Context: an optimization exercise on an open-source flow, tuned for small area, a short achievable clock period and few clock cycles per item. The choices shown serve that exercise and are no tape-out recipe. In this exercise RTL edits were held to simulation tests only and were not proved equivalent to the original. No driver is modelled on the clock port, so clocking that relies on it looks cheaper here than on a real chip. Power figures rest on the tool's default switching activity, not on a simulated workload.

<file path="flow/config.mk">
export PLATFORM = sky130hd
export DESIGN_NAME = sdram_pixel_reader
export DESIGN_NICKNAME = sdram_pixel_reader
export VERILOG_FILES = /design/flow/design.v
export SDC_FILE = /design/flow/constraint.sdc
export NUM_CORES = 4
export LEC_CHECK = 0
export CAP_MARGIN = 20
export CORE_MARGIN = 2
export CORE_UTILIZATION = 60
export SETUP_SLACK_MARGIN = 3.9
export SLEW_MARGIN = 20
</file>
<file path="flow/constraint.sdc">
create_clock -name core_clock -period 6.5 [get_ports {clk_clk}]
set_input_delay 1.3000 -clock core_clock [delete_from_list [all_inputs] [get_ports {clk_clk}]]
set_output_delay 1.3000 -clock core_clock [all_outputs]
set_load 0.01 [all_outputs]
</file>
<file path="flow/design.v">
package sdram_pixel_reader_pkg;
  localparam int DEF_BURST_LEN = 8;
  localparam int DEF_FIFO_DEPTH = 16;
endpackage
module pixel_rx_fifo #(
  parameter DATA_W = 32,
  parameter DEPTH  = 16
) (
  input  logic              clk_clk,
  input  logic              reset_reset_n,
  input  logic              push_i,
  input  logic [DATA_W-1:0] wdata_i,
  input  logic              ready_i,
  output logic [DATA_W-1:0] rdata_o,
  output logic              valid_o,
  output logic              pop_o,
  output logic              valid_d_o
);
  localparam M     = DEPTH - 1;
  localparam CNT_W = $clog2(M + 1);
  logic [DATA_W-1:0] mem_q [M];
  logic [M-1:0]      wr_oh_q, rd_oh_q;
  logic [CNT_W-1:0]  cnt_q, cnt_d;
  logic              full_q;
  logic [DATA_W-1:0] head_q, head_d;
  logic              hv_q;      
  logic              hvn_q;     
  logic              take, stored, from_mem, bypass, wr_adv;
  logic [DATA_W-1:0] mem_rd;
  always_comb begin
    mem_rd = '0;
    for (int i = 0; i < M; i++)
      mem_rd = mem_rd | (mem_q[i] & {DATA_W{rd_oh_q[i]}});
  end
  assign stored    = (cnt_q != '0);
  assign pop_o     = !hvn_q && ready_i;
  assign take      = hvn_q || ready_i;
  assign from_mem  = take && stored;
  assign bypass    = take && !stored;
  assign wr_adv    = push_i && !bypass;
  assign valid_d_o = !take || stored || push_i;
  assign head_d = ({DATA_W{from_mem}} & mem_rd)
                | ({DATA_W{bypass}}   & wdata_i)
                | ({DATA_W{!take}}    & head_q);
  always_comb begin
    cnt_d = cnt_q;
    if (wr_adv && !from_mem)      cnt_d = cnt_q + 1'b1;
    else if (!wr_adv && from_mem) cnt_d = cnt_q - 1'b1;
  end
  always_ff @(posedge clk_clk) begin
    for (int i = 0; i < M; i++)
      if (wr_oh_q[i] && !full_q) mem_q[i] <= wdata_i;
    head_q <= head_d;
  end
  always_ff @(posedge clk_clk or negedge reset_reset_n) begin
    if (!reset_reset_n) begin
      wr_oh_q <= M'(1);
      rd_oh_q <= M'(1);
      cnt_q   <= '0;
      full_q  <= 1'b0;
      hv_q    <= 1'b0;
      hvn_q   <= 1'b1;
    end else begin
      if (wr_adv)   wr_oh_q <= {wr_oh_q[M-2:0], wr_oh_q[M-1]};
      if (from_mem) rd_oh_q <= {rd_oh_q[M-2:0], rd_oh_q[M-1]};
      cnt_q  <= cnt_d;
      full_q <= (cnt_d == CNT_W'(M));
      hv_q   <= valid_d_o;
      hvn_q  <= !valid_d_o;
    end
  end
  assign rdata_o = head_q;
  assign valid_o = hv_q;
endmodule
module sdram_pixel_reader #(
  parameter DEPTH = sdram_pixel_reader_pkg::DEF_FIFO_DEPTH
) (
  input  logic        clk_clk,
  input  logic        reset_reset_n,
  input  logic        start,
  input  logic [31:0] base_addr,
  input  logic [23:0] length_words,
  output logic        busy,
  output logic        done,
  output logic [31:0] avm_address,
  output logic        avm_read,
  output logic [3:0]  avm_burstcount,
  input  logic        avm_waitrequest,
  input  logic [31:0] avm_readdata,
  input  logic        avm_readdatavalid,
  output logic [31:0] src_data,
  output logic        src_valid,
  input  logic        src_ready,
  output logic        src_endofpacket
);
  localparam UW = $clog2(DEPTH + 9);
  logic        busy_q, done_q, read_q, pend_q, acc_q;
  logic        idle_q;
  logic [26:0] blk_q, blk_d;    
  logic [4:0]  off_q, off_d;    
  logic [20:0] nb_q;            
  logic [2:0]  part_q;          
  logic [2:0]  ge_q;
  logic [UW-1:0] room_q;        
  logic [3:0]  burst_q, burst_d;
  logic [UW-1:0] used_q, sum_q;
  logic        eop_q;
  logic        accept, pop, len_nz, pend_after, hold;
  logic [3:0]  burst_after, burst_ld;
  logic        ok_now, ok_after;
  logic        fifo_valid_d;
  logic        last_d;
  logic [UW-1:0] sum_acc;
  assign accept = read_q && !avm_waitrequest;
  assign len_nz = (length_words != '0);
  assign burst_after = ge_q[1] ? 4'd8 : {1'b0, part_q};
  assign pend_after  = ge_q[1] || (ge_q[0] && (part_q != '0));
  assign burst_ld    = (length_words[23:3] != '0) ? 4'd8 : {1'b0, length_words[2:0]};
  assign ok_now   = pop ? (sum_q <= UW'(DEPTH + 1)) : (sum_q <= UW'(DEPTH));
  assign ok_after = ge_q[1] ? (pop ? (sum_q <= UW'(DEPTH - 7)) : (sum_q <= UW'(DEPTH - 8)))
                            : (pop ? (sum_q <= room_q + UW'(1)) : (sum_q <= room_q));
  assign last_d = acc_q ? (!pend_after && (pop ? (sum_q == UW'(2)) : (sum_q == UW'(1))))
                        : (!pend_q     && (pop ? (used_q == UW'(2)) : (used_q == UW'(1))));
  assign sum_acc = sum_q + UW'(burst_after);
  pixel_rx_fifo #(
    .DATA_W (32),
    .DEPTH  (DEPTH)
  ) u_fifo (
    .clk_clk       (clk_clk),
    .reset_reset_n (reset_reset_n),
    .push_i        (avm_readdatavalid),
    .wdata_i       (avm_readdata),
    .ready_i       (src_ready),
    .rdata_o       (src_data),
    .valid_o       (src_valid),
    .pop_o         (pop),
    .valid_d_o     (fifo_valid_d)
  );
  assign hold    = !idle_q && !acc_q;
  assign blk_d   = ({27{idle_q}} & base_addr[31:5])
                 | ({27{acc_q}}  & (blk_q + 27'd1))
                 | ({27{hold}}   & blk_q);
  assign off_d   = ({5{idle_q}}  & base_addr[4:0])
                 | ({5{!idle_q}} & off_q);
  assign burst_d = ({4{idle_q}}  & burst_ld)
                 | ({4{acc_q}}   & burst_after)
                 | ({4{hold}}    & burst_q);
  always_ff @(posedge clk_clk) begin
    blk_q   <= blk_d;
    off_q   <= off_d;
    burst_q <= burst_d;
    if (idle_q) begin
      nb_q    <= length_words[23:3];
      part_q  <= length_words[2:0];
      ge_q[0] <= (length_words[23:3] != '0);
      ge_q[1] <= (length_words[23:4] != '0);
      ge_q[2] <= (length_words[23:5] != '0) || (length_words[4] && length_words[3]);
      room_q  <= UW'(DEPTH) - UW'(length_words[2:0]);
    end else if (acc_q) begin
      if (ge_q[0]) nb_q   <= nb_q - 21'd1;
      else         part_q <= '0;
      ge_q    <= {(nb_q[20:2] != '0), ge_q[2:1]};
    end
  end
  always_ff @(posedge clk_clk or negedge reset_reset_n) begin
    if (!reset_reset_n) begin
      busy_q <= 1'b0;
      idle_q <= 1'b1;
      done_q <= 1'b0;
      read_q <= 1'b0;
      acc_q  <= 1'b0;
      pend_q <= 1'b0;
      used_q <= '0;
      sum_q  <= '0;
      eop_q  <= 1'b0;
    end else begin
      acc_q <= !idle_q && accept;
      if (idle_q) begin
        busy_q <= start && len_nz;
        idle_q <= !(start && len_nz);
        done_q <= start && !len_nz;
        read_q <= start && len_nz;
        pend_q <= 1'b1;
        used_q <= '0;
        sum_q  <= UW'(burst_ld);
        eop_q  <= 1'b0;
      end else begin
        busy_q <= !(pop && eop_q);
        idle_q <= pop && eop_q;
        done_q <= pop && eop_q;
        if (acc_q) begin
          read_q <= pend_after && ok_after;
          pend_q <= pend_after;
          used_q <= pop ? sum_q - UW'(1) : sum_q;
          sum_q  <= pop ? sum_acc - UW'(1) : sum_acc;
        end else begin
          if (accept)       read_q <= 1'b0;
          else if (!read_q) read_q <= pend_q && ok_now;
          used_q <= pop ? used_q - UW'(1) : used_q;
          sum_q  <= pop ? sum_q - UW'(1) : sum_q;
        end
        eop_q  <= fifo_valid_d && last_d;
      end
    end
  end
  assign busy            = busy_q;
  assign done            = done_q;
  assign avm_address     = {blk_q, off_q};
  assign avm_read        = read_q;
  assign avm_burstcount  = burst_q;
  assign src_endofpacket = eop_q;
endmodule
</file>
<file path="flow/flow/run.sh">
#!/bin/bash
# Layout flow: the standard ORFS flow, with two changes:
#  - the port buffers that global placement inserts are buf_1 cells (timing
#    repair resizes them as needed) instead of the default delay-type buffer;
#  - clock tree synthesis clusters up to 25 sinks within 90 um per leaf
#    buffer, which needs fewer clock buffers.
set -e
cp standard.sh standard.sh.txt
export BUFFER_PORTS_ARGS="-buffer_cell sky130_fd_sc_hd__buf_1"
export CTS_ARGS="-sink_clustering_enable -sink_clustering_size 25 -sink_clustering_max_diameter 90 -repair_clock_nets"
bash standard.sh > standard.log 2>&1
</file>
<file path="flow/standard.sh">
#!/bin/bash
# synth_recipe.tcl (not shown) runs the flow's synth.tcl, then flattens the netlist and writes it again
# the make line also repeats each setting of config.mk as NAME=value (left out here)
make -C /OpenROAD-flow-scripts/flow DESIGN_CONFIG=/design/flow/config.mk WORK_HOME=/design/flow/orfs CLKGATE_MAP_FILE= SYNTH_SCRIPT=/design/flow/synth_recipe.tcl "${@:-finish}"
</file>
==> run summary, run 1 <==
The run finished with no timing, DRC or antenna violations. The power per unit of standard cell area is between 300 and 400 nW/um^2. The number of synthesis warnings is 3. STA puts the critical path data arrival time at approximately 3.2 ns. The critical path startpoint category is a flop. The worst hold path begins at u_fifo.head_q[2]$_DFF_P_.

The mapped netlist covers approximately 25000 um^2. From left edge to right edge, the die measures about 210 um. The finished cells cover 26800 um^2.

The total nets after synthesis is between 1.5k and 2k. The delay of the slowest cell on the worst path is roughly 0.82 ns. Summed over all instances, the cell type with the most area after synthesis is sky130_fd_sc_hd__edfxtp_1. In this run the worst hold path is classified as reg -> reg. The sum of overflow across all layers after global routing is 0. The clock input transition at the sequential cells of the worst setup and hold paths came out at about 0.11 ns. Of the available clock period, the critical path in the final layout requires 0.404. STA classifies the critical path endpoint as a flop. In the final timing run, aggregate negative setup slack is 0 ns. The overall routing resource usage came out at 0.297.

In this run the worst setup path begins at u_fifo.hvn_q$_DFF_PN1_. The number of global-route vias before repair came out at roughly 15k. The area growth from synthesis to layout is 8.66%. The final core area utilization is 0.659. After the first detailed-routing iteration, the DRC count stood at about 1.7k. The post-synthesis mux area share came out at 0.0169.

The filler cell count is around 3k. The total die area came out at about 43000 um^2. The area taken by flip-flops and latches came out at 18200 um^2.

The leakage power figure came out at around 8.6 nW. The port buffer count is 166. The instance area at placement is between 20000 and 30000 um^2.

On the critical path, the stage with the largest delay is an instance of sky130_fd_sc_hd__dfstp_4. For this run, the top clock speed supported by timing is about 380 MHz. The number of inserted diodes came out at 0.

For this run, the post-layout net count is ~1.9k. The final routed wirelength across all metal layers came out at approximately 63 mm. The final critical-path required period is approximately 2.6 ns. The xor-xnor portion of the synthesized cell area is 0.0213.

By instance count, the leading cell after synthesis is sky130_fd_sc_hd__edfxtp_1. The post-synthesis compound-gate area fraction came out at 0.120. The final setup violation count is 0. For this run, the detailed router's first-pass iteration total came to 6.

Row generation in the floorplan step produced 74 rows. Prior to clock tree synthesis, the placed netlist has a worst setup slack of approximately 2.7 ns. The worst reg2reg path endpoint is read_q$_DFF_PN0_. The peak supply drop is about 0.00026 V. In this run the vertical extent of the chip is ~210 um.

The worst register-to-register path begins at u_fifo.hvn_q$_DFF_PN1_. Counting both buffers and inverters, the worst setup path holds a total of 1. The number of top-level design ports came out at around 170.

Summing internal, switching and leakage power gives around 8.4 mW. The multi-input combinational cells in the finished layout cover a total of about 6200 um^2. For this run, design rule violations remaining after detail routing come to 0.

The internal reg-to-reg setup slack came out at about 3.9 ns. Traced cell by cell, the critical path runs through buf_4 -> nand2b_4 -> a211oi_1 -> o311a_1 -> or4_1 -> o211ai_1. The critical path is of the reg -> reg type. Ranked by instance count, the synthesized netlist is headed by sky130_fd_sc_hd__edfxtp_1 (517), sky130_fd_sc_hd__a22oi_1 (217), sky130_fd_sc_hd__clkbuf_1 (95). The final estimated routing congestion in global placement came out at 0.811. The slack of the critical path came out at around 3.9 ns.

The required time at the endpoint of the critical path came out at between 7 and 8 ns. The clock latency at the later pin of the worst-skew pair came out at about 0.6 ns. The number of clock sinks seen by CTS came out at between 600 and 700. The quantity of hold-fixing buffers added after cts is 0. The clock arrives with about 0.030 ns of skew. The CTS tree is yes. In this run the clock root is driven by a sky130_fd_sc_hd__clkbuf_16. The biggest fanout along the worst timing path came out at 20. For this block, the via count after detailed routing is around 15k. The relative slew slack is 0.206. The critical path runs through a total of 6 cells.

Of the total synthesized cell area, the portion taken by AND, OR, NAND and NOR gates is 0.0712. The max capacitance violation total is 0. The proportion of synthesized flip-flops having asynchronous set or reset is 0.0852. Using the TritonRoute via totals, the vias-per-cell ratio works out to ~6.6. The final-report hold violation count came out at 0. The number of cells on the worst reg-to-reg path came out at 6. Each instance of the synthesized netlist takes up on average approximately 15 um^2. In the final routed layout, each cell accounts on average for between 20 and 30 um. The share of final-layout standard cells stronger than drive strength 1 is 0.0837. The number of distinct library cell variants in the gate-level netlist after synthesis is 65. Counting flops and latches in the post-synthesis netlist gives about 630.

The global-route wire length before repair is 93.3 mm. The final max-slew violation count is 0. Once detail routing completed, the nets flagged for antenna violations numbered 0.

The largest net degree at the start of global routing is 71. By area, the combinational part of the netlist is dominated by compound AO/OA/AOI/OAI gates. In this run, synthesis inferred 517 flip-flops with an integrated enable. For the pin with the worst max-slew slack, the measured transition is roughly 1.2 ns. Setup repair after global routing could not meet its margin everywhere. The sequential cell area fraction in the yosys report came out at 0.734. The half-perimeter wire length after detailed placement is between 30 and 40 mm. The adder-cell area share of the yosys netlist came out at 0.0150.

The initial cell density of the core is 0.606. Ranked by total cell area, the synthesized netlist is headed by sky130_fd_sc_hd__edfxtp_1 (63%), sky130_fd_sc_hd__a22oi_1 (6.6%), sky130_fd_sc_hd__dfxtp_1 (5.1%), sky130_fd_sc_hd__dfrtp_1 (5.1%), sky130_fd_sc_hd__o21ai_0 (1.7%). The initial antenna violation count came to 1.

The region available for standard cell placement spans a little over 40000 um^2. The category of cells accounting for the largest share of critical-path delay is flip-flops. In the synthesized netlist the dominant register cell turns out to be sky130_fd_sc_hd__edfxtp_1.

The maximum buffer depth of the clock tree is 3. The H-tree level count came out at 1. Following the worst setup path forward leads to its endpoint at read_q$_DFF_PN0_.

The area share of the largest cell type after synthesis is 0.628. The cell count after synthesis is between 1.5k and 2k. The clock buffer count from CTS came out at 29.
## per-stage QoR
stage	hold WS (ns)	cells
after global routing	0.500	2325
after global placement	0.437	2269
final	0.474	2325
after floorplan	0.482	1652
after detailed placement	0.460	2269
after CTS	0.484	2322
## tightest hold or removal path: cells and delay by family (launching register included)
family,cells,cell delay [ns]
DFF,1,0.34
and+or+nand+nor,1,0.05
AOI/OAI and AO/OA,1,0.06
## cell type report
cell class / instances / share of cell area
clock buffer: 51 / 0.0301
tap: 532 / 0.0248
inverter: 27 / 0.00378
timing repair buffer: 194 / 0.0321
sequential: 634 / 0.677
clock inverter: 2 / 0.000746
multi-input combinational: 885 / 0.231
## registers in the layout (all words and copies together) (netlist names), 15 cells and up, named ones only
name	count
u_fifo.rd_oh_q	15
u_fifo.head_q	32
u_fifo.mem_q	480
blk_q	27
nb_q	21
u_fifo.wr_oh_q	15
## timing repair
action / in CTS / in global routing
setup endpoints to repair: 39 / 12
resized for setup: 9 / 10
pin swaps: 0 / 0
cloned: 0 / 0
setup buffers: 0 / 2
## metal layers
metal	wire [um]	track usage
met1	25500	0.424
met3	5510	0.0367
met5	13	0
met4	1510	0.0788
met2	30800	0.491
## power by group
part | leakage, nW | switching (mW) | internal [mW]
Clock | 0.394 | 1.20 | 0.856
Sequential | 5.84 | 0.330 | 4.71
Combinational | 2.39 | 0.781 | 0.521
Total | 8.62 | 2.31 | 6.08
## cell usage in the layout, fill, tap and decap left out, types with 30 or more instances in the layout
| cell type | n |
|---|---|
| sky130_fd_sc_hd__dfrtp_1 | 36 |
| sky130_fd_sc_hd__o21ai_0 | 86 |
| sky130_fd_sc_hd__edfxtp_1 | 517 |
| sky130_fd_sc_hd__a222oi_1 | 32 |
| sky130_fd_sc_hd__buf_1 | 164 |
| sky130_fd_sc_hd__xnor2_1 | 34 |
| sky130_fd_sc_hd__mux2_2 | 30 |
| sky130_fd_sc_hd__a22oi_1 | 217 |
| sky130_fd_sc_hd__nand4_1 | 44 |
| sky130_fd_sc_hd__nand2_1 | 86 |
| sky130_fd_sc_hd__o22ai_1 | 33 |
| sky130_fd_sc_hd__dfxtp_1 | 54 |
| sky130_fd_sc_hd__nor3_1 | 46 |
| sky130_fd_sc_hd__nand3_1 | 54 |
| sky130_fd_sc_hd__nor2_1 | 33 |
## how the worst min path moves through the flow
stage	to	slack (ns)	cells after the start
final	u_fifo.head_q[2]$_DFF_P_	0.47	2
after floorplan	burst_q[2]$_DFF_P_	0.48	2
after CTS	u_fifo.head_q[2]$_DFF_P_	0.48	2
after global placement	u_fifo.head_q[2]$_DFF_P_	0.44	2
after detailed placement	u_fifo.head_q[2]$_DFF_P_	0.46	2
after global routing	u_fifo.head_q[27]$_DFF_P_	0.50	2
## kinds of logic after synthesis
| kind of cell | after synthesis |
|---|---|
| AND/OR/NAND/NOR | 339 |
| AO/OA/AOI/OAI | 419 |
| XOR/XNOR | 60 |
| buffers and inverters | 133 |
| adder cells (fa/ha/maj) | 29 |
| multiplexers | 38 |
| flip-flops | 634 |
Testbench counts, summed over its fixed seeds: cycles 382,195, items 220,665.
==> run 2, diff against run 1 <==
--- a/flow/config.mk
+++ b/flow/config.mk
@@ -5,8 +5,8 @@
 export SDC_FILE = /design/flow/constraint.sdc
 export NUM_CORES = 4
 export LEC_CHECK = 0
-export CAP_MARGIN = 20
+export CAP_MARGIN = 5
 export CORE_MARGIN = 2
 export CORE_UTILIZATION = 60
-export SETUP_SLACK_MARGIN = 3.9
-export SLEW_MARGIN = 20
+export SETUP_SLACK_MARGIN = 4.0
+export SLEW_MARGIN = 5
==> run 2 against run 1 <==
Critical endpoint is now src_data[9]. Largest cell class unchanged. Power increased by 1.4%. Clock skew decreased by 0.014 ns. Synthesized cell count unchanged. Critical path type is now reg -> out. Die area unchanged.
==> run summary, run 2 <==
The peak supply drop is 0.000247 V (was 0.000263 V). The die outline height was 207 um (unchanged). The initial antenna violation count is 1 (unchanged). The clock input transition at the sequential cells of the worst setup and hold paths was 0.10 ns (was 0.11 ns). The largest area contributor in the netlist is sky130_fd_sc_hd__edfxtp_1 (unchanged). The transition time at the pin with the least slew margin came out at 1.19 ns (about the same). The quantity of hold-fixing buffers added after cts is 0 (unchanged). Cells taking the most area after synthesis: sky130_fd_sc_hd__edfxtp_1 (63%), sky130_fd_sc_hd__a22oi_1 (6.6%), sky130_fd_sc_hd__dfxtp_1 (5.1%), sky130_fd_sc_hd__dfrtp_1 (5.1%), sky130_fd_sc_hd__o21ai_0 (1.7%) (unchanged). The final critical-path required period is 2.48 ns (was 2.63 ns). The final routed wirelength across all metal layers was 63.6 mm (was 63.4 mm).

The proportion of synthesized flip-flops having asynchronous set or reset is 0.0852 (unchanged). The layout net count is 1904 (was 1894). Chain of cells forming the critical path: buf_1 (was buf_4 -> nand2b_4 -> a211oi_1 -> o311a_1 -> or4_1 -> o211ai_1). The sequential cell area fraction in the yosys report is 0.734 (unchanged). The max capacitance violation total is 0 (unchanged). The number of inserted diodes is 0 (unchanged). The clock latency at the later pin of the worst-skew pair is 0.63 ns (was 0.61 ns). The share of final-layout standard cells stronger than drive strength 1 is 0.126 (was 0.0837).

The final max-slew violation count is 0 (unchanged). The port buffer count came out at 166 (unchanged). The global-route wire length before repair came to 92.4 mm (was 93.3 mm). Regs by FF count: u_fifo.mem_q: 480 flops, u_fifo.head_q: 32 flops, blk_q: 27 flops (unchanged). The final setup violation count came out at 0 (unchanged). Most used standard cells in the synthesized netlist: sky130_fd_sc_hd__edfxtp_1 (517), sky130_fd_sc_hd__a22oi_1 (217), sky130_fd_sc_hd__clkbuf_1 (95) (unchanged). The master cell of the clock root buffer is sky130_fd_sc_hd__clkbuf_16 (unchanged).

The netlist area before placement came out at 24700 um^2 (unchanged). The count of buffer and inverter cells on the critical path is 1 (unchanged). The cell count after synthesis was 1652 (unchanged). The register bit count reported by yosys is 634 (unchanged). The sum of overflow across all layers after global routing is 0 (unchanged). Unrepaired setup endpoints after global routing: no (was yes).

The number of enable flip-flop cells after synthesis is 517 (unchanged). The delay of the slowest cell on the worst path is 0.39 ns (was 0.82 ns). The number of synthesis warnings came to 3 (unchanged). The critical path startpoint category is a flop (unchanged). The cell with the most instances after synthesis is sky130_fd_sc_hd__edfxtp_1 (unchanged). The flip-flop count of the largest register, all copies and words added came to 480 (unchanged).

The total die area came to 42800 um^2 (unchanged). The number of distinct library cell variants in the gate-level netlist after synthesis is 65 (unchanged). The cell with the largest stage delay on the worst path is sky130_fd_sc_hd__dfxtp_1 (was sky130_fd_sc_hd__dfstp_4). The final core area utilization was 0.664 (was 0.659). The final estimated routing congestion in global placement came out at 0.801 (was 0.811). The overall routing resource usage is 0.297 (about the same). Commonest cells after routing, fill and taps aside: sky130_fd_sc_hd__edfxtp_1 (517), sky130_fd_sc_hd__a22oi_1 (217), sky130_fd_sc_hd__buf_1 (120) (was sky130_fd_sc_hd__edfxtp_1 (517), sky130_fd_sc_hd__a22oi_1 (217), sky130_fd_sc_hd__buf_1 (164)). The number of top-level design ports came out at 167 (unchanged). The total number of vias came to 15.5k (was 15.3k). The kind of path behind the tightest hold check is reg -> reg (unchanged).

The slack of the critical path was 4.02 ns (was 3.87 ns). The leakage power figure is 8.86 nW (was 8.62 nW). The power per unit of standard cell area is 315 nW/um^2 (was 313 nW/um^2). The area share of the largest cell type after synthesis is 0.628 (unchanged). The portion of the clock cycle consumed by the worst path in the final layout was 0.382 (was 0.404). The maximum buffer depth of the clock tree came out at 3 (unchanged).

The count of nets left with antenna violations after detail routing is 0 (unchanged). The number of remaining DRC errors came to 0 (unchanged). The required time at the endpoint of the critical path was 5.20 ns (was 7.03 ns). The number of global-route vias before repair is 14.6k (was 14.7k). The final-report hold violation count is 0 (unchanged).

The arrival time of the worst setup path came out at 1.18 ns (was 3.16 ns). The relative slew slack is 0.207 (was 0.206). The most frequent standard cell in the layout excluding fill and tap cells is sky130_fd_sc_hd__edfxtp_1 (unchanged). The largest net degree at the start of global routing came out at 65 (was 71). The total nets after synthesis came to 1775 (unchanged). The final clock skew was 0.0160 ns (was 0.0297 ns). The H-tree level count was 1 (unchanged). The worst-case setup slack after placement is 2.86 ns (was 2.71 ns). The number of clock sinks seen by CTS is 634 (unchanged). The mean number of vias per cell was 6.63 (was 6.57). The area growth from synthesis to layout came out at 9.59% (was 8.66%). The clock buffer count from CTS came out at 29 (unchanged). The synthesized area per cell was 15.0 um^2 (unchanged).

The area taken by flip-flops and latches is 18200 um^2 (about the same). The x dimension of the die came out at 207 um (unchanged). The area of the placeable core is 40700 um^2 (unchanged). The category of cells accounting for the largest share of critical-path delay is flip-flops (unchanged). The setup total negative slack is 0 ns (unchanged). The top flip-flop cell by instance count after synthesis was sky130_fd_sc_hd__edfxtp_1 (unchanged). The achievable frequency was 403 MHz (was 381 MHz). The placement row count came out at 74 (unchanged).

The half-perimeter wire length after detailed placement is 32.3 mm (was 32.6 mm). The endpoint type of the worst setup path is a primary output (was flop). The first-pass iteration count of the detailed router is 8 (was 6). The footprint of the multi-input gates is 6220 um^2 (was 6200 um^2). The initial cell density of the core was 0.606 (unchanged). The mean routed wirelength per cell came out at 27.2 um (was 27.3 um).

The filler cell count came out at 2913 (was 3001). The CTS tree is yes (unchanged). Result of the run: no timing/DRC/antenna violations (unchanged). The number of DRC violations after detailed-routing iteration 0 came out at 1845 (was 1692). The biggest fanout along the worst timing path came out at 2 (was 20). The register name with the most flops is u_fifo.mem_q (unchanged).

The critical path class is reg -> out (was reg -> reg).
-- run 2: power breakdown --
group	leakage, nW	switching (mW)	internal [mW]
logic	2.59	0.801	0.560
registers	5.86	0.321	4.73
clock network	0.412	1.23	0.878
-- run 2: timing repair --
item | in CTS | in global routing
endpoints found under the hold margin | 0 | 0
pin swaps | 2 | 3
resized for setup | 41 | 53
setup endpoints to repair | 61 | 95
setup buffers | 5 | 3
cloned | 1 | 0
-- run 2: layout make-up --
cell class,instances,share of cell area
clock buffer,49,0.0296
clock inverter,5,0.00217
inverter,27,0.00388
multi-input combinational,886,0.230
sequential,634,0.673
tap,532,0.0246
timing repair buffer,203,0.0369
-- run 2: path summary, 6_finish.rpt --
kind | to | cells after the start | from | slack (ns)
worst min-delay path | u_fifo.head_q[24]$_DFF_P_ | 2 | u_fifo.head_q[24]$_DFF_P_ | 0.47
worst max register to register | read_q$_DFF_PN0_ | 6 | u_fifo.hvn_q$_DFF_PN1_ | 4.14
worst min register to register | u_fifo.head_q[24]$_DFF_P_ | 2 | u_fifo.head_q[24]$_DFF_P_ | 0.47
max in group asynchronous | u_fifo.rd_oh_q[6]$_DFFE_PN0P_ | 2 | reset_reset_n | 5.17
worst max-delay path | src_data[9] | 1 | u_fifo.head_q[9]$_DFF_P_ | 4.02
min in group asynchronous | done_q$_DFF_PN0_ | 2 | reset_reset_n | 0.79
-- run 2: layer usage --
metal  wire (um)  GRT usage  vias to the layer above
met2       30500      0.486                      774
met5          11          0                        -
met4        1660     0.0813                        2
li1            -          -                     6789
met1       25500      0.424                     7814
met3        5880     0.0400                      108
-- run 2: kinds of logic after synthesis --
family          count (synthesis)  share of synthesized area
flops                         634                      0.734
xor+xnor                       60                     0.0213
buf+inv                       133                     0.0215
fa+ha+maj                      29                     0.0150
compound gates                419                      0.120
mux                            38                     0.0169
simple gates                  339                     0.0712
-- run 2: metrics by stage --
stage	hold WS (ns)	cell area (um^2)	instances	total power, mW
final	0.472	27100	2336	8.52
after global routing	0.505	27100	2336	8.88
after CTS	0.491	26900	2333	8.50
after detailed placement	0.471	26000	2273	6.42
after global placement	0.447	26000	2273	6.36
after floorplan	0.482	24700	1652	5.92
==> run 3, diff against run 2 <==
--- a/flow/config.mk
+++ b/flow/config.mk
@@ -5,8 +5,8 @@
 export SDC_FILE = /design/flow/constraint.sdc
 export NUM_CORES = 4
 export LEC_CHECK = 0
-export CAP_MARGIN = 5
+export CAP_MARGIN = 20
 export CORE_MARGIN = 2
-export CORE_UTILIZATION = 60
+export CORE_UTILIZATION = 50
 export SETUP_SLACK_MARGIN = 4.0
-export SLEW_MARGIN = 5
+export SLEW_MARGIN = 20
==> run 3 against run 2 <==
Still clean. Synthesized cell count is the same. Sequential cell count did not move. Design area grew 0.59%. Count of clock-buffer cells in the layout grew 1. Die area grew 20%. Critical path type unchanged. Critical endpoint is now src_data[30]. Largest cell class unchanged.
==> run summary, run 3 <==
The area growth from synthesis to layout is 10.2% (was 9.59%). The number of enable flip-flop cells after synthesis is 517 (unchanged). The power after layout came out at 8.52 mW (about the same). Most used standard cells in the synthesized netlist: sky130_fd_sc_hd__edfxtp_1 (517), sky130_fd_sc_hd__a22oi_1 (217), sky130_fd_sc_hd__clkbuf_1 (95) (unchanged). The global-route wire length before repair came out at 96.1 mm (was 92.4 mm). The achievable frequency was 406 MHz (was 403 MHz). The final max-slew violation count is 0 (unchanged).

The port buffer count is 166 (unchanged). The clock buffer count from CTS is 29 (unchanged). The total number of vias is 15.3k (was 15.5k). The setup total negative slack is 0 ns (unchanged).

The number of global-route vias before repair came to 15.0k (was 14.6k). The launch point of the critical path is u_fifo.head_q[30]$_DFF_P_ (was u_fifo.head_q[9]$_DFF_P_). The slack of the critical path is 4.04 ns (was 4.02 ns). Unrepaired setup endpoints after global routing: no (unchanged). The combinational family with the most area after synthesis is compound AO/OA/AOI/OAI gates (unchanged). The flip-flop count of the largest register, all copies and words added came out at 480 (unchanged). Result of the run: no timing/DRC/antenna violations (unchanged).

The delay of the slowest cell on the worst path is 0.39 ns (about the same). The initial antenna violation count is 2 (was 1). Chain of cells forming the critical path: buf_2 (was buf_1). The count of buffer and inverter cells on the critical path is 1 (unchanged).

The final cell count without fillers is 2466 (was 2336). The clock input transition at the sequential cells of the worst setup and hold paths is 0.10 ns (about the same). The internal reg-to-reg setup slack came out at 4.11 ns (was 4.14 ns). The leakage power figure came out at 8.86 nW (about the same). The sum of overflow across all layers after global routing is 0 (unchanged). The worst-case hold path end point is u_fifo.head_q[7]$_DFF_P_ (was u_fifo.head_q[24]$_DFF_P_). The peak supply drop came to 0.000219 V (was 0.000247 V). The number of placed instances with taps included came to 2404 (was 2273).

The category of cells accounting for the largest share of critical-path delay was flip-flops (unchanged). The number of DRC violations after detailed-routing iteration 0 is 1786 (was 1845). The register name with the most flops is u_fifo.mem_q (unchanged).

The number of remaining DRC errors came to 0 (unchanged). The final critical-path required period came to 2.46 ns (was 2.48 ns). The total die area came out at 51200 um^2 (was 42800 um^2). The layout net count came out at 1901 (was 1904). The number of clock sinks seen by CTS came out at 634 (unchanged).

The number of cells on the worst reg-to-reg path is 6 (unchanged). The adder-cell area share of the yosys netlist is 0.0150 (unchanged). The critical path class is reg -> out (unchanged). The startpoint of the lowest-slack hold path was u_fifo.head_q[7]$_DFF_P_ (was u_fifo.head_q[24]$_DFF_P_).

The mean routed wirelength per cell is 26.5 um (was 27.2 um). Cells taking the most area after synthesis: sky130_fd_sc_hd__edfxtp_1 (63%), sky130_fd_sc_hd__a22oi_1 (6.6%), sky130_fd_sc_hd__dfxtp_1 (5.1%), sky130_fd_sc_hd__dfrtp_1 (5.1%), sky130_fd_sc_hd__o21ai_0 (1.7%) (unchanged). Commonest cells after routing, fill and taps aside: sky130_fd_sc_hd__edfxtp_1 (517), sky130_fd_sc_hd__a22oi_1 (217), sky130_fd_sc_hd__buf_1 (118) (was sky130_fd_sc_hd__edfxtp_1 (517), sky130_fd_sc_hd__a22oi_1 (217), sky130_fd_sc_hd__buf_1 (120)). The filler cell count came out at 4031 (was 2913). The count of nets left with antenna violations after detail routing is 0 (unchanged). The max capacitance violation total is 0 (unchanged).

The top flip-flop cell by instance count after synthesis is sky130_fd_sc_hd__edfxtp_1 (unchanged). The master cell of the clock root buffer is sky130_fd_sc_hd__clkbuf_16 (unchanged). The clock latency at the later pin of the worst-skew pair is 0.63 ns (about the same). The xor-xnor portion of the synthesized cell area came to 0.0213 (unchanged).

The CTS tree is yes (unchanged). The worst-case setup slack after placement is 2.97 ns (was 2.86 ns). The total nets after synthesis is 1775 (unchanged). The final estimated routing congestion in global placement came out at 0.778 (was 0.801). The overall routing resource usage is 0.255 (was 0.297).

The initial cell density of the core is 0.506 (was 0.606). The proportion of synthesized flip-flops having asynchronous set or reset came to 0.0852 (unchanged). Regs by FF count: u_fifo.mem_q: 480 flops, u_fifo.head_q: 32 flops, blk_q: 27 flops (unchanged). The maximum buffer depth of the clock tree is 3 (unchanged). The kind of path behind the tightest hold check is reg -> reg (unchanged).

The first-pass iteration count of the detailed router came out at 7 (was 8). The number of distinct library cell variants in the gate-level netlist after synthesis is 65 (unchanged). The final routed wirelength across all metal layers is 65.4 mm (was 63.6 mm). The power per unit of standard cell area came to 313 nW/um^2 (was 315 nW/um^2). The netlist area before placement came out at 24700 um^2 (unchanged). The biggest fanout along the worst timing path is 2 (unchanged). The mean number of vias per cell is 6.20 (was 6.63). The area share of and/or/nand/nor cells after synthesis came out at 0.0712 (unchanged).

The depth of the worst hold-timing path came to 2 (unchanged). The largest net degree at the start of global routing is 55 (was 65). The H-tree level count came out at 1 (unchanged). The die outline height is 226 um (was 207 um).

The sequential cell area fraction in the yosys report came out at 0.734 (unchanged). The required time at the endpoint of the critical path came to 5.20 ns (about the same). The cell count after synthesis is 1652 (unchanged).

The register bit count reported by yosys is 634 (unchanged). The cell with the largest stage delay on the worst path is sky130_fd_sc_hd__dfxtp_2 (was sky130_fd_sc_hd__dfxtp_1). The portion of the clock cycle consumed by the worst path in the final layout came to 0.379 (was 0.382).

The final clock skew is 0.0289 ns (was 0.0160 ns). The largest area contributor in the netlist is sky130_fd_sc_hd__edfxtp_1 (unchanged). The final core area utilization came to 0.557 (was 0.664). The final setup violation count is 0 (unchanged).

The post-synthesis compound-gate area fraction came to 0.120 (unchanged). The x dimension of the die is 226 um (was 207 um). The number of synthesis warnings is 3 (unchanged). The cell with the most instances after synthesis is sky130_fd_sc_hd__edfxtp_1 (unchanged). The transition time at the pin with the least slew margin was 1.20 ns (was 1.19 ns). The placement row count was 81 (was 74). The worst reg2reg path endpoint is u_fifo.rd_oh_q[3]$_DFFE_PN0P_ (was read_q$_DFF_PN0_).

The synthesized area per cell came out at 15.0 um^2 (unchanged). The number of top-level design ports is 167 (unchanged). The arrival time of the worst setup path is 1.16 ns (was 1.18 ns). The area share of the largest cell type after synthesis is 0.628 (unchanged).

The area of the placeable core came out at 48800 um^2 (was 40700 um^2). The most frequent standard cell in the layout excluding fill and tap cells is sky130_fd_sc_hd__edfxtp_1 (unchanged). The endpoint type of the worst setup path is a primary output (unchanged). The quantity of hold-fixing buffers added after cts came to 0 (unchanged). The share of final-layout standard cells stronger than drive strength 1 is 0.132 (was 0.126).

The beginning of the worst register-to-register path is u_fifo.hvn_q$_DFF_PN1_ (unchanged). The post-synthesis mux area share is 0.0169 (unchanged). The relative slew slack is 0.203 (was 0.207). The half-perimeter wire length after detailed placement came out at 33.0 mm (was 32.3 mm).

The final-report hold violation count is 0 (unchanged). The critical path startpoint category is a flop (unchanged).
## run 3: timing repair
item                                   CTS  global route
resized for setup                       63            44
pin swaps                                0             1
endpoints found under the hold margin    0             0
setup endpoints to repair               99            73
setup buffers                            5             2
## run 3: metal layers
layer	routed length, um	vias to the layer above	global-route usage
met1	26800	7833	0.347
met3	4220	85	0.0246
li1	-	6780	-
met5	13	-	0
met2	33000	596	0.450
met4	1320	2	0.0503
## run 3: worst max path at each step
| stage | depth (start not counted) | end |
|---|---|---|
| final | 1 | src_data[30] |
| after global routing | 1 | avm_address[22] |
| after CTS | 1 | avm_address[31] |
| after detailed placement | 5 | u_fifo.rd_oh_q[6]$_DFFE_PN0P_ |
| after global placement | 5 | u_fifo.rd_oh_q[4]$_DFFE_PN0P_ |
| after floorplan | 4 | busy_q$_DFF_PN0_ |
## run 3: metrics by stage
step	cell area, um^2	hold WS [ns]
6_report	27200	0.481
3_5_place_dp	26100	0.475
2_1_floorplan	24700	0.482
5_1_grt	27200	0.512
4_1_cts	27100	0.495
3_3_place_gp	26100	0.462
## run 3: cell type report
class | instances | area (um^2) | share of cell area
Sequential cell | 634 | 18200 | 0.670
Multi-Input combinational cell | 885 | 6210 | 0.228
Timing Repair Buffer | 201 | 998 | 0.0367
Tap cell | 664 | 831 | 0.0305
Clock buffer | 50 | 805 | 0.0295
Inverter | 27 | 105 | 0.00386
Clock inverter | 4 | 38.8 | 0.00142
Antenna cell | 1 | 2.50 | 0.0000919
## run 3: report_power, final
| group | switching [mW] | total [mW] | leakage, nW | internal [mW] |
|---|---|---|---|---|
| clock network | 1.22 | 2.08 | 0.404 | 0.860 |
| logic | 0.795 | 1.36 | 2.59 | 0.568 |
| registers | 0.337 | 5.07 | 5.86 | 4.73 |
| total | 2.36 | 8.52 | 8.86 | 6.16 |
## run 3: kinds of logic after synthesis
group	after synthesis
flip-flops	634
AO/OA/AOI/OAI	419
AND/OR/NAND/NOR	339
buffers and inverters	133
XOR/XNOR	60
multiplexers	38
adder cells (fa/ha/maj)	29
==> run 4, diff against run 3 <==
--- a/flow/config.mk
+++ b/flow/config.mk
@@ -7,6 +7,6 @@
 export LEC_CHECK = 0
 export CAP_MARGIN = 20
 export CORE_MARGIN = 2
-export CORE_UTILIZATION = 50
+export CORE_UTILIZATION = 65
 export SETUP_SLACK_MARGIN = 4.0
 export SLEW_MARGIN = 20
==> run 4 against run 3 <==
Count of clock-buffer cells in the layout is 2 higher. Utilization is 16 points higher. Register-to-register slack lost 0.02 ns. Via count is 2.4% higher. Die area is 23% lower. Sequential cell count did not move. Critical path type unchanged.
==> run summary, run 4 <==
Result of the run: no timing/DRC/antenna violations (unchanged). The arrival time of the worst setup path came out at 1.17 ns (was 1.16 ns). The power after layout is 8.49 mW (was 8.52 mW). The achievable frequency came out at 405 MHz (was 406 MHz). The worst reg2reg path endpoint is read_q$_DFF_PN0_ (was u_fifo.rd_oh_q[3]$_DFFE_PN0P_). The H-tree level count was 1 (unchanged).

The maximum buffer depth of the clock tree came to 3 (unchanged). The leakage power figure came out at 8.86 nW (about the same). The initial cell density of the core was 0.657 (was 0.506). The launch point of the critical path is u_fifo.head_q[8]$_DFF_P_ (was u_fifo.head_q[30]$_DFF_P_). The final cell count without fillers is 2330 (was 2466).

The category of cells accounting for the largest share of critical-path delay was flip-flops (unchanged). The number of top-level design ports came out at 167 (unchanged). The port buffer count came to 166 (unchanged). The first-pass iteration count of the detailed router came out at 5 (was 7). The relative slew slack came out at 0.218 (was 0.203). The most frequent standard cell in the layout excluding fill and tap cells is sky130_fd_sc_hd__edfxtp_1 (unchanged). The proportion of synthesized flip-flops having asynchronous set or reset came out at 0.0852 (unchanged).

The netlist area before placement came out at 24700 um^2 (unchanged). The x dimension of the die came out at 199 um (was 226 um). The cell with the largest stage delay on the worst path is sky130_fd_sc_hd__dfxtp_1 (was sky130_fd_sc_hd__dfxtp_2). Cells taking the most area after synthesis: sky130_fd_sc_hd__edfxtp_1 (63%), sky130_fd_sc_hd__a22oi_1 (6.6%), sky130_fd_sc_hd__dfxtp_1 (5.1%), sky130_fd_sc_hd__dfrtp_1 (5.1%), sky130_fd_sc_hd__o21ai_0 (1.7%) (unchanged). The capture point of the worst path is src_data[8] (was src_data[30]). The routing layer with the top usage in global route is met2 (unchanged).

The max capacitance violation total is 0 (unchanged). The number of distinct library cell variants in the gate-level netlist after synthesis came out at 65 (unchanged). The setup total negative slack came out at 0 ns (unchanged). The final clock skew is 0.0163 ns (was 0.0289 ns).

The beginning of the worst register-to-register path is u_fifo.hvn_q$_DFF_PN1_ (unchanged). The sum of overflow across all layers after global routing is 0 (unchanged). The sequential cell area fraction in the yosys report came out at 0.734 (unchanged).

Regs by FF count: u_fifo.mem_q: 480 flops, u_fifo.head_q: 32 flops, blk_q: 27 flops (unchanged). The power per unit of standard cell area came out at 313 nW/um^2 (about the same). The number of remaining DRC errors came to 0 (unchanged). The cell with the most instances after synthesis is sky130_fd_sc_hd__edfxtp_1 (unchanged). Unrepaired setup endpoints after global routing: yes (was no). The register bit count reported by yosys is 634 (unchanged). The number of synthesis warnings is 3 (unchanged).

The flip-flop count of the largest register, all copies and words added is 480 (unchanged). The biggest fanout along the worst timing path came out at 2 (unchanged). The initial antenna violation count came out at 2 (unchanged). The register name with the most flops was u_fifo.mem_q (unchanged). The count of buffer and inverter cells on the critical path came out at 1 (unchanged).

The endpoint type of the worst setup path is a primary output (unchanged). The met3 track demand over resource came to 0.0449 (was 0.0246). The final critical-path required period was 2.47 ns (was 2.46 ns).

The area of the placeable core is 37600 um^2 (was 48800 um^2). The kind of path behind the tightest hold check is reg -> reg (unchanged). The number of enable flip-flop cells after synthesis came out at 517 (unchanged). The final-report hold violation count is 0 (unchanged).

The number of placed instances with taps included came out at 2261 (was 2404). The synthesized area per cell is 15.0 um^2 (unchanged). The number of gates on the worst path with buffers counted came out at 1 (unchanged). The largest area contributor in the netlist was sky130_fd_sc_hd__edfxtp_1 (unchanged). The number of DRC violations after detailed-routing iteration 0 is 1700 (was 1786). The share of final-layout standard cells stronger than drive strength 1 came out at 0.110 (was 0.132). The number of global-route vias before repair was 15.1k (was 15.0k). The final routed wirelength across all metal layers is 63.4 mm (was 65.4 mm).

The total nets after synthesis is 1775 (unchanged). The global-route wire length before repair is 92.6 mm (was 96.1 mm). The quantity of hold-fixing buffers added after cts came out at 0 (unchanged). The total number of vias came to 15.7k (was 15.3k). The critical path class was reg -> out (unchanged).

The overall routing resource usage is 0.321 (was 0.255). The largest net degree at the start of global routing is 76 (was 55). The met2 track demand over resource in global routing is 0.541 (was 0.450). The number of cells on the worst reg-to-reg path is 6 (unchanged). The transition time at the pin with the least slew margin came to 1.17 ns (was 1.20 ns). The placement row count came out at 71 (was 81). The final setup violation count was 0 (unchanged). The internal reg-to-reg setup slack was 4.09 ns (was 4.11 ns). The total die area is 39600 um^2 (was 51200 um^2). Chain of cells forming the critical path: buf_1 (was buf_2). The area share of the largest cell type after synthesis came out at 0.628 (unchanged).

The mean routed wirelength per cell is 27.2 um (was 26.5 um). The count of nets left with antenna violations after detail routing came out at 0 (unchanged). The mean number of vias per cell is 6.72 (was 6.20). The routing usage on met1 came out at 0.440 (was 0.347). The layout net count is 1920 (was 1901).

The die outline height is 199 um (was 226 um). The required time at the endpoint of the critical path is 5.20 ns (about the same). The clock input transition at the sequential cells of the worst setup and hold paths is 0.10 ns (about the same). The cell count after synthesis is 1652 (unchanged).

The CTS tree is yes (unchanged). The peak supply drop came out at 0.000324 V (was 0.000219 V). The half-perimeter wire length after detailed placement came out at 33.3 mm (was 33.0 mm). The critical path startpoint category is a flop (unchanged). The clock latency at the later pin of the worst-skew pair is 0.61 ns (was 0.63 ns). The area growth from synthesis to layout came out at 9.72% (was 10.2%).

The final estimated routing congestion in global placement is 0.824 (was 0.778). The master cell of the clock root buffer is sky130_fd_sc_hd__clkbuf_16 (unchanged). The top flip-flop cell by instance count after synthesis was sky130_fd_sc_hd__edfxtp_1 (unchanged). The final core area utilization was 0.721 (was 0.557). The delay of the slowest cell on the worst path was 0.40 ns (was 0.39 ns).

The portion of the clock cycle consumed by the worst path in the final layout came out at 0.380 (was 0.379). The clock buffer count from CTS is 29 (unchanged). Most used standard cells in the synthesized netlist: sky130_fd_sc_hd__edfxtp_1 (517), sky130_fd_sc_hd__a22oi_1 (217), sky130_fd_sc_hd__clkbuf_1 (95) (unchanged).

The number of clock sinks seen by CTS was 634 (unchanged). The number of inserted diodes is 0 (was 1). The final max-slew violation count came to 0 (unchanged). Commonest cells after routing, fill and taps aside: sky130_fd_sc_hd__edfxtp_1 (517), sky130_fd_sc_hd__a22oi_1 (217), sky130_fd_sc_hd__buf_1 (148) (was sky130_fd_sc_hd__edfxtp_1 (517), sky130_fd_sc_hd__a22oi_1 (217), sky130_fd_sc_hd__buf_1 (118)).
## run 4: cell counts after synthesis
No cell type changed its count.
## run 4: per-layer routing
metal  wire length [um]  share of wire  vias up
li1                   -              -     6829
met1              24300           0.38     7831
met2              31300           0.49      882
met4               1470          0.023        4
met5                 31        0.00049        -
met3               6270          0.099      111
## run 4: cell type report
cell class                      instances  area, um^2
Clock buffer                           52         843
Tap cell                              511         639
Timing Repair Buffer                  219        1100
Sequential cell                       634       18200
Clock inverter                          1        11.3
Multi-Input combinational cell        886        6220
Fill cell                            2509       10500
Inverter                               27         105
## run 4: cells by family after synthesis
kind of cell	count (synthesis)	share of synthesized area
adder cells (fa/ha/maj)	29	0.0150
AO/OA/AOI/OAI	419	0.120
flip-flops	634	0.734
multiplexers	38	0.0169
XOR/XNOR	60	0.0213
buffers and inverters	133	0.0215
AND/OR/NAND/NOR	339	0.0712
## run 4: metrics by stage
| stage | worst slack (ns) | hold WS, ns | instance area, um^2 |
|---|---|---|---|
| floorplan | 3.85 | 0.482 | 24700 |
| global placement | 2.92 | 0.435 | 26000 |
| detailed placement | 2.86 | 0.453 | 26000 |
| CTS | 4.00 | 0.478 | 27000 |
| global route | 4.00 | 0.503 | 27100 |
| finish | 4.03 | 0.467 | 27100 |
## run 4: how the worst min path moves through the flow
stage                                         start                        end  slack (ns)  cells past startpoint
after global placement     u_fifo.head_q[0]$_DFF_P_   u_fifo.head_q[0]$_DFF_P_        0.44                      2
after detailed placement   u_fifo.head_q[0]$_DFF_P_   u_fifo.head_q[0]$_DFF_P_        0.45                      2
after global routing      u_fifo.head_q[12]$_DFF_P_  u_fifo.head_q[12]$_DFF_P_        0.50                      2
after floorplan             part_q[2]$_SDFFCE_PN0P_         burst_q[2]$_DFF_P_        0.48                      2
after CTS                  u_fifo.head_q[0]$_DFF_P_   u_fifo.head_q[0]$_DFF_P_        0.48                      2
final                      u_fifo.head_q[0]$_DFF_P_   u_fifo.head_q[0]$_DFF_P_        0.47                      2
## run 4: timing repair
action | 4_1_cts | 5_1_grt
pin swaps | 2 | 2
setup buffers | 8 | 6
cloned | 1 | 0
resized for setup | 33 | 23
setup endpoints to repair | 57 | 73
## run 4: power by group
| part | internal (mW) | leakage [nW] | switching [mW] |
|---|---|---|---|
| Combinational | 0.556 | 2.58 | 0.807 |
| Sequential | 4.72 | 5.87 | 0.319 |
| Clock | 0.888 | 0.408 | 1.20 |
==> run 5, diff against run 4 <==
--- a/flow/config.mk
+++ b/flow/config.mk
@@ -7,6 +7,6 @@
 export LEC_CHECK = 0
 export CAP_MARGIN = 20
 export CORE_MARGIN = 2
-export CORE_UTILIZATION = 65
+export CORE_UTILIZATION = 60
 export SETUP_SLACK_MARGIN = 4.0
 export SLEW_MARGIN = 20
==> run 5 against run 4 <==
Global-route usage is 2.4 points lower. Critical path depth stayed put. First-iteration DRC count is 8.5% higher. Critical path type unchanged. Non-clock buffer count is 16 lower. Highest routed layer unchanged.
==> run summary, run 5 <==
The clock buffer count from CTS came to 29 (unchanged). The mean number of vias per cell is 6.63 (was 6.72). The number of placed instances with taps included came to 2273 (was 2261). The critical path startpoint category is a flop (unchanged). The die outline height is 207 um (was 199 um). The top flip-flop cell by instance count after synthesis is sky130_fd_sc_hd__edfxtp_1 (unchanged).

The clock input transition at the sequential cells of the worst setup and hold paths came to 0.10 ns (about the same). The total nets after synthesis is 1775 (unchanged). The CTS tree is yes (unchanged).

Result of the run: no timing/DRC/antenna violations (unchanged). The number of top-level design ports came out at 167 (unchanged). The half-perimeter wire length after detailed placement is 32.3 mm (was 33.3 mm). The power per unit of standard cell area is 315 nW/um^2 (was 313 nW/um^2). The arrival time of the worst setup path is 1.18 ns (was 1.17 ns). The transition time at the pin with the least slew margin came out at 1.19 ns (was 1.17 ns).

The register name with the most flops is u_fifo.mem_q (unchanged). The H-tree level count is 1 (unchanged). The final cell count without fillers is 2336 (was 2330). Regs by FF count: u_fifo.mem_q: 480 flops, u_fifo.head_q: 32 flops, blk_q: 27 flops (unchanged).

The total die area is 42800 um^2 (was 39600 um^2). The final setup violation count is 0 (unchanged). The max capacitance violation total came to 0 (unchanged). The area share of the largest cell type after synthesis came to 0.628 (unchanged).

The slack of the critical path came to 4.02 ns (was 4.03 ns). The achievable frequency came to 403 MHz (was 405 MHz). The delay of the slowest cell on the worst path is 0.39 ns (was 0.40 ns).

The number of DRC violations after detailed-routing iteration 0 came out at 1845 (was 1700). The initial cell density of the core came out at 0.606 (was 0.657). The smallest hold slack came out at 0.472 ns (was 0.467 ns). The mean routed wirelength per cell came to 27.2 um (about the same). The number of remaining DRC errors came to 0 (unchanged). The global-route wire length before repair came out at 92.4 mm (was 92.6 mm). Most used standard cells in the synthesized netlist: sky130_fd_sc_hd__edfxtp_1 (517), sky130_fd_sc_hd__a22oi_1 (217), sky130_fd_sc_hd__clkbuf_1 (95) (unchanged). The setup total negative slack is 0 ns (unchanged).

The number of distinct library cell variants in the gate-level netlist after synthesis came out at 65 (unchanged). The sum of overflow across all layers after global routing is 0 (unchanged). The count of nets left with antenna violations after detail routing was 0 (unchanged). The area growth from synthesis to layout was 9.59% (was 9.72%). The final estimated routing congestion in global placement is 0.801 (was 0.824).

The relative slew slack is 0.207 (was 0.218). The placement row count is 74 (was 71). The master cell of the clock root buffer is sky130_fd_sc_hd__clkbuf_16 (unchanged). The layout net count is 1904 (was 1920). The x dimension of the die came out at 207 um (was 199 um). The initial antenna violation count is 1 (was 2). The final core area utilization is 0.664 (was 0.721). The peak supply drop was 0.000247 V (was 0.000324 V).

The endpoint type of the worst setup path is a primary output (unchanged). The final max-slew violation count is 0 (unchanged). The largest area contributor in the netlist is sky130_fd_sc_hd__edfxtp_1 (unchanged). The sequential cell area fraction in the yosys report was 0.734 (unchanged). The biggest fanout along the worst timing path came out at 2 (unchanged). The required time at the endpoint of the critical path was 5.20 ns (about the same). The first-pass iteration count of the detailed router was 8 (was 5). The share of final-layout standard cells stronger than drive strength 1 is 0.126 (was 0.110). The cell count after synthesis is 1652 (unchanged). The number of inserted diodes came out at 0 (unchanged). The final clock skew came out at 0.0160 ns (was 0.0163 ns).

The area of the placeable core came out at 40700 um^2 (was 37600 um^2). The kind of path behind the tightest hold check was reg -> reg (unchanged). Commonest cells after routing, fill and taps aside: sky130_fd_sc_hd__edfxtp_1 (517), sky130_fd_sc_hd__a22oi_1 (217), sky130_fd_sc_hd__buf_1 (120) (was sky130_fd_sc_hd__edfxtp_1 (517), sky130_fd_sc_hd__a22oi_1 (217), sky130_fd_sc_hd__buf_1 (148)). The final routed wirelength across all metal layers came out at 63.6 mm (was 63.4 mm). Cells taking the most area after synthesis: sky130_fd_sc_hd__edfxtp_1 (63%), sky130_fd_sc_hd__a22oi_1 (6.6%), sky130_fd_sc_hd__dfxtp_1 (5.1%), sky130_fd_sc_hd__dfrtp_1 (5.1%), sky130_fd_sc_hd__o21ai_0 (1.7%) (unchanged). Unrepaired setup endpoints after global routing: no (was yes).

The clock latency at the later pin of the worst-skew pair is 0.63 ns (was 0.61 ns). The overall routing resource usage is 0.297 (was 0.321). The category of cells accounting for the largest share of critical-path delay is flip-flops (unchanged). The number of global-route vias before repair came to 14.6k (was 15.1k). The count of buffer and inverter cells on the critical path came to 1 (unchanged).

The register bit count reported by yosys is 634 (unchanged). The cell with the largest stage delay on the worst path is sky130_fd_sc_hd__dfxtp_1 (unchanged). The maximum buffer depth of the clock tree is 3 (unchanged). The cell with the most instances after synthesis is sky130_fd_sc_hd__edfxtp_1 (unchanged). The number of clock sinks seen by CTS came out at 634 (unchanged). The worst-case setup slack after placement came to 2.86 ns (about the same).

The largest net degree at the start of global routing is 65 (was 76). The synthesized area per cell is 15.0 um^2 (unchanged). The portion of the clock cycle consumed by the worst path in the final layout is 0.382 (was 0.380). The most frequent standard cell in the layout excluding fill and tap cells was sky130_fd_sc_hd__edfxtp_1 (unchanged). The number of enable flip-flop cells after synthesis is 517 (unchanged). The netlist area before placement is 24700 um^2 (unchanged). The final critical-path required period is 2.48 ns (was 2.47 ns).

The port buffer count came out at 166 (unchanged). The number of synthesis warnings came to 3 (unchanged). The final-report hold violation count came out at 0 (unchanged). The flip-flop count of the largest register, all copies and words added is 480 (unchanged). The total number of vias is 15.5k (was 15.7k). Chain of cells forming the critical path: buf_1 (unchanged).

The leakage power figure is 8.86 nW (about the same). The proportion of synthesized flip-flops having asynchronous set or reset was 0.0852 (unchanged). The critical path class was reg -> out (unchanged).
-- run 5: cell counts after synthesis --
No cell type changed its count.
-- run 5: path summary, 6_finish.rpt --
path | start | endpoint | slack (ns) | cells past startpoint
setup / recovery | u_fifo.head_q[9]$_DFF_P_ | src_data[9] | 4.02 | 1
hold / removal | u_fifo.head_q[24]$_DFF_P_ | u_fifo.head_q[24]$_DFF_P_ | 0.47 | 2
setup reg to reg | u_fifo.hvn_q$_DFF_PN1_ | read_q$_DFF_PN0_ | 4.14 | 6
hold reg to reg | u_fifo.head_q[24]$_DFF_P_ | u_fifo.head_q[24]$_DFF_P_ | 0.47 | 2
max in group asynchronous | reset_reset_n | u_fifo.rd_oh_q[6]$_DFFE_PN0P_ | 5.17 | 2
min in group asynchronous | reset_reset_n | done_q$_DFF_PN0_ | 0.79 | 2
-- run 5: per-layer routing --
| metal | vias up | global-route usage | part of all wire |
|---|---|---|---|
| li1 | 6789 | - | - |
| met1 | 7814 | 0.424 | 0.40 |
| met2 | 774 | 0.486 | 0.48 |
| met3 | 108 | 0.0400 | 0.092 |
| met4 | 2 | 0.0813 | 0.026 |
| met5 | - | 0 | 0.00017 |
-- run 5: cells by family (layout without fill, tap and decap cells) --
logic type	Yosys count	count (layout)	synth area share
simple gates	339	340	0.0712
compound gates	419	419	0.120
fa+ha+maj	29	29	0.0150
buf+inv	133	284	0.0215
flops	634	634	0.734
mux	38	38	0.0169
xor+xnor	60	60	0.0213
-- run 5: layout make-up --
type,count,area (um^2)
clock buffers,49,801
clock inverters,5,58.8
fillers,2913,13700
inverters,27,105
multi-input cells,886,6220
flip-flops and latches,634,18200
well taps,532,666
repair buffers,203,998
-- run 5: metrics by stage --
stage               area (um^2)  total power, mW
finish                    27100             8.52
global route              27100             8.88
CTS                       26900             8.50
detailed placement        26000             6.42
global placement          26000             6.36
floorplan                 24700             5.92
-- run 5: timing repair --
item                       in CTS  in global routing
hold buffers                    0                  0
setup endpoints to repair      61                 95
gates cloned                    1                  0
resized for setup              41                 53
setup buffers                   5                  3
pin swaps                       2                  3
-- run 5: report_power, final --
group          total (mW)  internal [mW]  switching, mW
Sequential           5.05           4.73          0.321
Combinational        1.36          0.560          0.801
Clock                2.11          0.878           1.23
==> run 6, diff against run 5 <==
==> flow/flow/run.sh (replaced) <==
#!/bin/bash
# Layout flow: the standard ORFS flow (standard.sh), with three changes:
#  - the port buffers that global placement inserts are buf_1 cells (timing
#    repair resizes them as needed) instead of the default delay-type buffer;
#  - clock tree synthesis clusters up to 30 sinks within 100 um per leaf
#    buffer, which needs fewer clock buffers;
#  - after clock tree synthesis, flip-flops that drive an output port buffer
#    are given the _4 drive strength of the same cell (flow/upsize.tcl), and
#    the placement is legalised again before routing.
set -e
cp standard.sh standard.sh.txt
export BUFFER_PORTS_ARGS="-buffer_cell sky130_fd_sc_hd__buf_1"
export CTS_ARGS="-sink_clustering_enable -sink_clustering_size 30 -sink_clustering_max_diameter 100 -repair_clock_nets"
bash standard.sh cts > standard_to_cts.log 2>&1
openroad -no_init -exit flow/upsize.tcl > upsize.log 2>&1
bash standard.sh finish > standard_finish.log 2>&1
==> flow/flow/upsize.tcl (new file) <==
# Give every flip-flop that drives an output port's buffer the _4 drive
# strength of its own cell type, then legalise the placement again.
set res orfs/results/sky130hd/sdram_pixel_reader/base
read_liberty $::env(FLOW_HOME)/platforms/sky130hd/lib/sky130_fd_sc_hd__tt_025C_1v80.lib
read_db $res/4_cts.odb
set db [ord::get_db]
set block [ord::get_db_block]
set n 0
foreach bt [$block getBTerms] {
  if {[$bt getIoType] ne "OUTPUT"} { continue }
  set net [$bt getNet]
  foreach it [$net getITerms] {
    if {![$it isOutputSignal]} { continue }
    set buf [$it getInst]
    foreach bit [$buf getITerms] {
      if {![$bit isInputSignal]} { continue }
      set inet [$bit getNet]
      if {$inet eq "NULL"} { continue }
      foreach dit [$inet getITerms] {
        if {![$dit isOutputSignal]} { continue }
        set ff [$dit getInst]
        set ref [[$ff getMaster] getName]
        if {[regexp {^sky130_fd_sc_hd__(dfrtp|dfxtp|dfstp)_[12]$} $ref -> kind]} {
          set m [$db findMaster sky130_fd_sc_hd__${kind}_4]
          puts "upsize [$ff getName] $ref -> [$m getName]"
          $ff swapMaster $m
          incr n
        }
      }
    }
  }
}
puts "upsized $n flip-flops"
detailed_placement
check_placement
write_db $res/4_cts.odb
--- a/flow/config.mk
+++ b/flow/config.mk
@@ -7,6 +7,6 @@
 export LEC_CHECK = 0
 export CAP_MARGIN = 20
 export CORE_MARGIN = 2
-export CORE_UTILIZATION = 60
+export CORE_UTILIZATION = 40
 export SETUP_SLACK_MARGIN = 4.0
 export SLEW_MARGIN = 20
==> run 6 against run 5 <==
Critical path depth did not move. Setup slack worse by 0.061 ns. First-iteration DRC count up 5.8%. Clock power fell by 7%. Sequential cell count stayed put. Cell count is 11% higher. Combinational power barely moved. Global-route usage is 8.7 points lower. Via count hardly changed. Die area up 49%. Still clean. Critical path type unchanged. Count of clock-buffer cells in the layout fell by 9. Clock skew increased by 0.0072 ns.
==> run summary, run 6 <==
The cell count after synthesis is 1652 (unchanged). The delay of the slowest cell on the worst path came out at 0.52 ns (was 0.39 ns). The total nets after synthesis is 1775 (unchanged).

The half-perimeter wire length after detailed placement was 37.2 mm (was 32.3 mm). The slack of the critical path came out at 3.96 ns (was 4.02 ns). The clock input transition at the sequential cells of the worst setup and hold paths came out at 0.11 ns (was 0.10 ns). The smallest hold slack came to 0.472 ns (about the same). The clock latency at the later pin of the worst-skew pair came out at 0.61 ns (was 0.63 ns).

The final core area utilization was 0.449 (was 0.664). The number of synthesis warnings was 3 (unchanged). The final max-slew violation count was 0 (unchanged). The clock buffer count from CTS came out at 25 (was 29). Unrepaired setup endpoints after global routing: yes (was no). The category of cells accounting for the largest share of critical-path delay is flip-flops (unchanged). The number of placed instances with taps included is 2542 (was 2273).

Chain of cells forming the critical path: buf_6 (was buf_1). The cell with the largest stage delay on the worst path was sky130_fd_sc_hd__dfrtp_4 (was sky130_fd_sc_hd__dfxtp_1). The initial antenna violation count was 3 (was 1).

The largest area contributor in the netlist is sky130_fd_sc_hd__edfxtp_1 (unchanged). The final cell count without fillers is 2600 (was 2336). The register bit count reported by yosys is 634 (unchanged). The sum of overflow across all layers after global routing was 0 (unchanged). The final critical-path required period is 2.54 ns (was 2.48 ns). The number of global-route vias before repair was 15.1k (was 14.6k).

The area of the placeable core came to 61400 um^2 (was 40700 um^2). The overall routing resource usage is 0.210 (was 0.297). The proportion of synthesized flip-flops having asynchronous set or reset came to 0.0852 (unchanged). The relative slew slack is 0.296 (was 0.207). The maximum buffer depth of the clock tree came out at 3 (unchanged). The netlist area before placement was 24700 um^2 (unchanged).

The sequential cell area fraction in the yosys report is 0.734 (unchanged). The register name with the most flops is u_fifo.mem_q (unchanged). The mean routed wirelength per cell came out at 26.2 um (was 27.2 um). Most used standard cells in the synthesized netlist: sky130_fd_sc_hd__edfxtp_1 (517), sky130_fd_sc_hd__a22oi_1 (217), sky130_fd_sc_hd__clkbuf_1 (95) (unchanged). The number of clock sinks seen by CTS is 634 (unchanged). The critical path startpoint category was a flop (unchanged). The transition time at the pin with the least slew margin came out at 1.06 ns (was 1.19 ns). The power per unit of standard cell area is 306 nW/um^2 (was 315 nW/um^2).

The count of buffer and inverter cells on the critical path came out at 1 (unchanged). Regs by FF count: u_fifo.mem_q: 480 flops, u_fifo.head_q: 32 flops, blk_q: 27 flops (unchanged). The kind of path behind the tightest hold check is reg -> reg (unchanged). The global-route wire length before repair is 99.6 mm (was 92.4 mm). The most frequent standard cell in the layout excluding fill and tap cells is sky130_fd_sc_hd__edfxtp_1 (unchanged).

The setup total negative slack is 0 ns (unchanged). The x dimension of the die came out at 253 um (was 207 um). The max capacitance violation total is 0 (unchanged). The largest net degree at the start of global routing was 60 (was 65). The critical path class is reg -> out (unchanged).

Result of the run: no timing/DRC/antenna violations (unchanged). The first-pass iteration count of the detailed router came out at 8 (unchanged). The synthesized area per cell is 15.0 um^2 (unchanged).

The achievable frequency is 393 MHz (was 403 MHz). The final estimated routing congestion in global placement is 0.775 (was 0.801). The mean number of vias per cell came out at 5.96 (was 6.63). The biggest fanout along the worst timing path is 2 (unchanged). The area of all placed cells without fillers is 27500 um^2 (was 27100 um^2). The H-tree level count came to 1 (unchanged). The peak supply drop is 0.000265 V (was 0.000247 V). The total number of vias came out at 15.5k (about the same). The layout net count came out at 1913 (was 1904). The initial cell density of the core is 0.403 (was 0.606).

The share of final-layout standard cells stronger than drive strength 1 came out at 0.139 (was 0.126). The number of enable flip-flop cells after synthesis came out at 517 (unchanged). The endpoint type of the worst setup path is a primary output (unchanged).

The total die area is 63800 um^2 (was 42800 um^2). The area share of the largest cell type after synthesis is 0.628 (unchanged). The filler cell count was 5404 (was 2913). The quantity of hold-fixing buffers added after cts came out at 0 (unchanged). The placement row count came to 91 (was 74). The flip-flop count of the largest register, all copies and words added was 480 (unchanged).

The master cell of the clock root buffer is sky130_fd_sc_hd__clkbuf_16 (unchanged).
==> run 6: logic make-up (layout without fill, tap and decap cells) <==
kind of cell | after synthesis | in the layout | synth area share
flip-flops | 634 | 634 | 0.734
AO/OA/AOI/OAI | 419 | 419 | 0.120
AND/OR/NAND/NOR | 339 | 339 | 0.0712
buffers and inverters | 133 | 290 | 0.0215
XOR/XNOR | 60 | 60 | 0.0213
multiplexers | 38 | 38 | 0.0169
adder cells (fa/ha/maj) | 29 | 29 | 0.0150
other | 0 | 1 | 0
==> run 6: layer usage <==
| layer | vias to the layer above | track usage | part of all wire |
|---|---|---|---|
| li1 | 6797 | - | - |
| met1 | 7930 | 0.287 | 0.41 |
| met2 | 693 | 0.360 | 0.49 |
| met3 | 77 | 0.0282 | 0.080 |
| met4 | 4 | 0.0416 | 0.018 |
| met5 | - | 0 | 0.00038 |
==> run 6: final cells by class <==
class / instances / area, um^2 / share of cell area
well taps: 790 / 988 / 0.0359
repair buffers: 217 / 1090 / 0.0397
clock inverters: 6 / 55.1 / 0.00200
flip-flops and latches: 634 / 18400 / 0.668
diodes: 1 / 2.50 / 0.0000908
multi-input cells: 885 / 6220 / 0.226
inverters: 27 / 105 / 0.00382
clock buffers: 40 / 682 / 0.0248
==> run 6: worst paths after layout <==
path                                      startpoint                        endpoint  slack [ns]  cells after the start
hold / removal             u_fifo.head_q[28]$_DFF_P_       u_fifo.head_q[28]$_DFF_P_        0.47                      2
hold reg to reg            u_fifo.head_q[28]$_DFF_P_       u_fifo.head_q[28]$_DFF_P_        0.47                      2
setup reg to reg              u_fifo.hvn_q$_DFF_PN1_  u_fifo.wr_oh_q[12]$_DFFE_PN0P_        4.13                      5
setup / recovery                     eop_q$_DFF_PN0_                 src_endofpacket        3.96                      1
min in group asynchronous              reset_reset_n                done_q$_DFF_PN0_        0.83                      2
max in group asynchronous              reset_reset_n                 eop_q$_DFF_PN0_        5.10                      2
==> run 6: power breakdown <==
group          switching [mW]  leakage (nW)  internal, mW
Combinational           0.810          2.62         0.557
Clock                    1.21         0.354         0.750
Sequential              0.329          5.90          4.77
==> run 6: what timing repair did <==
action,in CTS,in global routing
gates resized for setup,60,21
buffers inserted,9,2
pin swaps,2,2
setup endpoints to repair,103,34

## what the ideal ports hide
How much do the figures lean on ideal ports? The routed layouts below were timed once more, with nothing changed but the port constraints.
Step 1, drivers: a clkbuf_16 drives clk_clk and a buf_2 each remaining input, both assumed.
Step 2, shift: input delay + t, output delay - t, t = (earliest + latest rising clock arrival at the registers) / 2. This alone moves slack from input paths to output paths.
Three values: ideal, step 1, step 2; two values: the first two.
| run | t, ns | setup slack, ns | worst setup path at the end | latest minus earliest clock arrival (ns) | worst slew at a driven data input, ns |
|---|---|---|---|---|---|
| run 1 | 0.651 | 3.873 / 3.873 / 3.247 | input to register | 0.031 / 0.031 | 0.07 |
| run 2 | 0.679 | 4.019 / 3.960 / 3.483 | input to register | 0.018 / 0.017 | 0.07 |
| run 3 | 0.669 | 4.036 / 3.980 / 3.431 | input to register | 0.031 / 0.031 | 0.08 |
| run 4 | 0.652 | 4.032 / 3.977 / 3.444 | input to register | 0.020 / 0.020 | 0.08 |
| run 5 | 0.679 | 4.019 / 3.960 / 3.483 | input to register | 0.018 / 0.017 | 0.07 |
| run 6 | 0.659 | 3.958 / 3.899 / 3.386 | input to register | 0.028 / 0.029 | 0.09 |
After both steps every run listed still meets setup and hold. The setup slack of run 1, which loses most, moves by 0.000 ns with the drivers and by -0.626 ns with both steps.
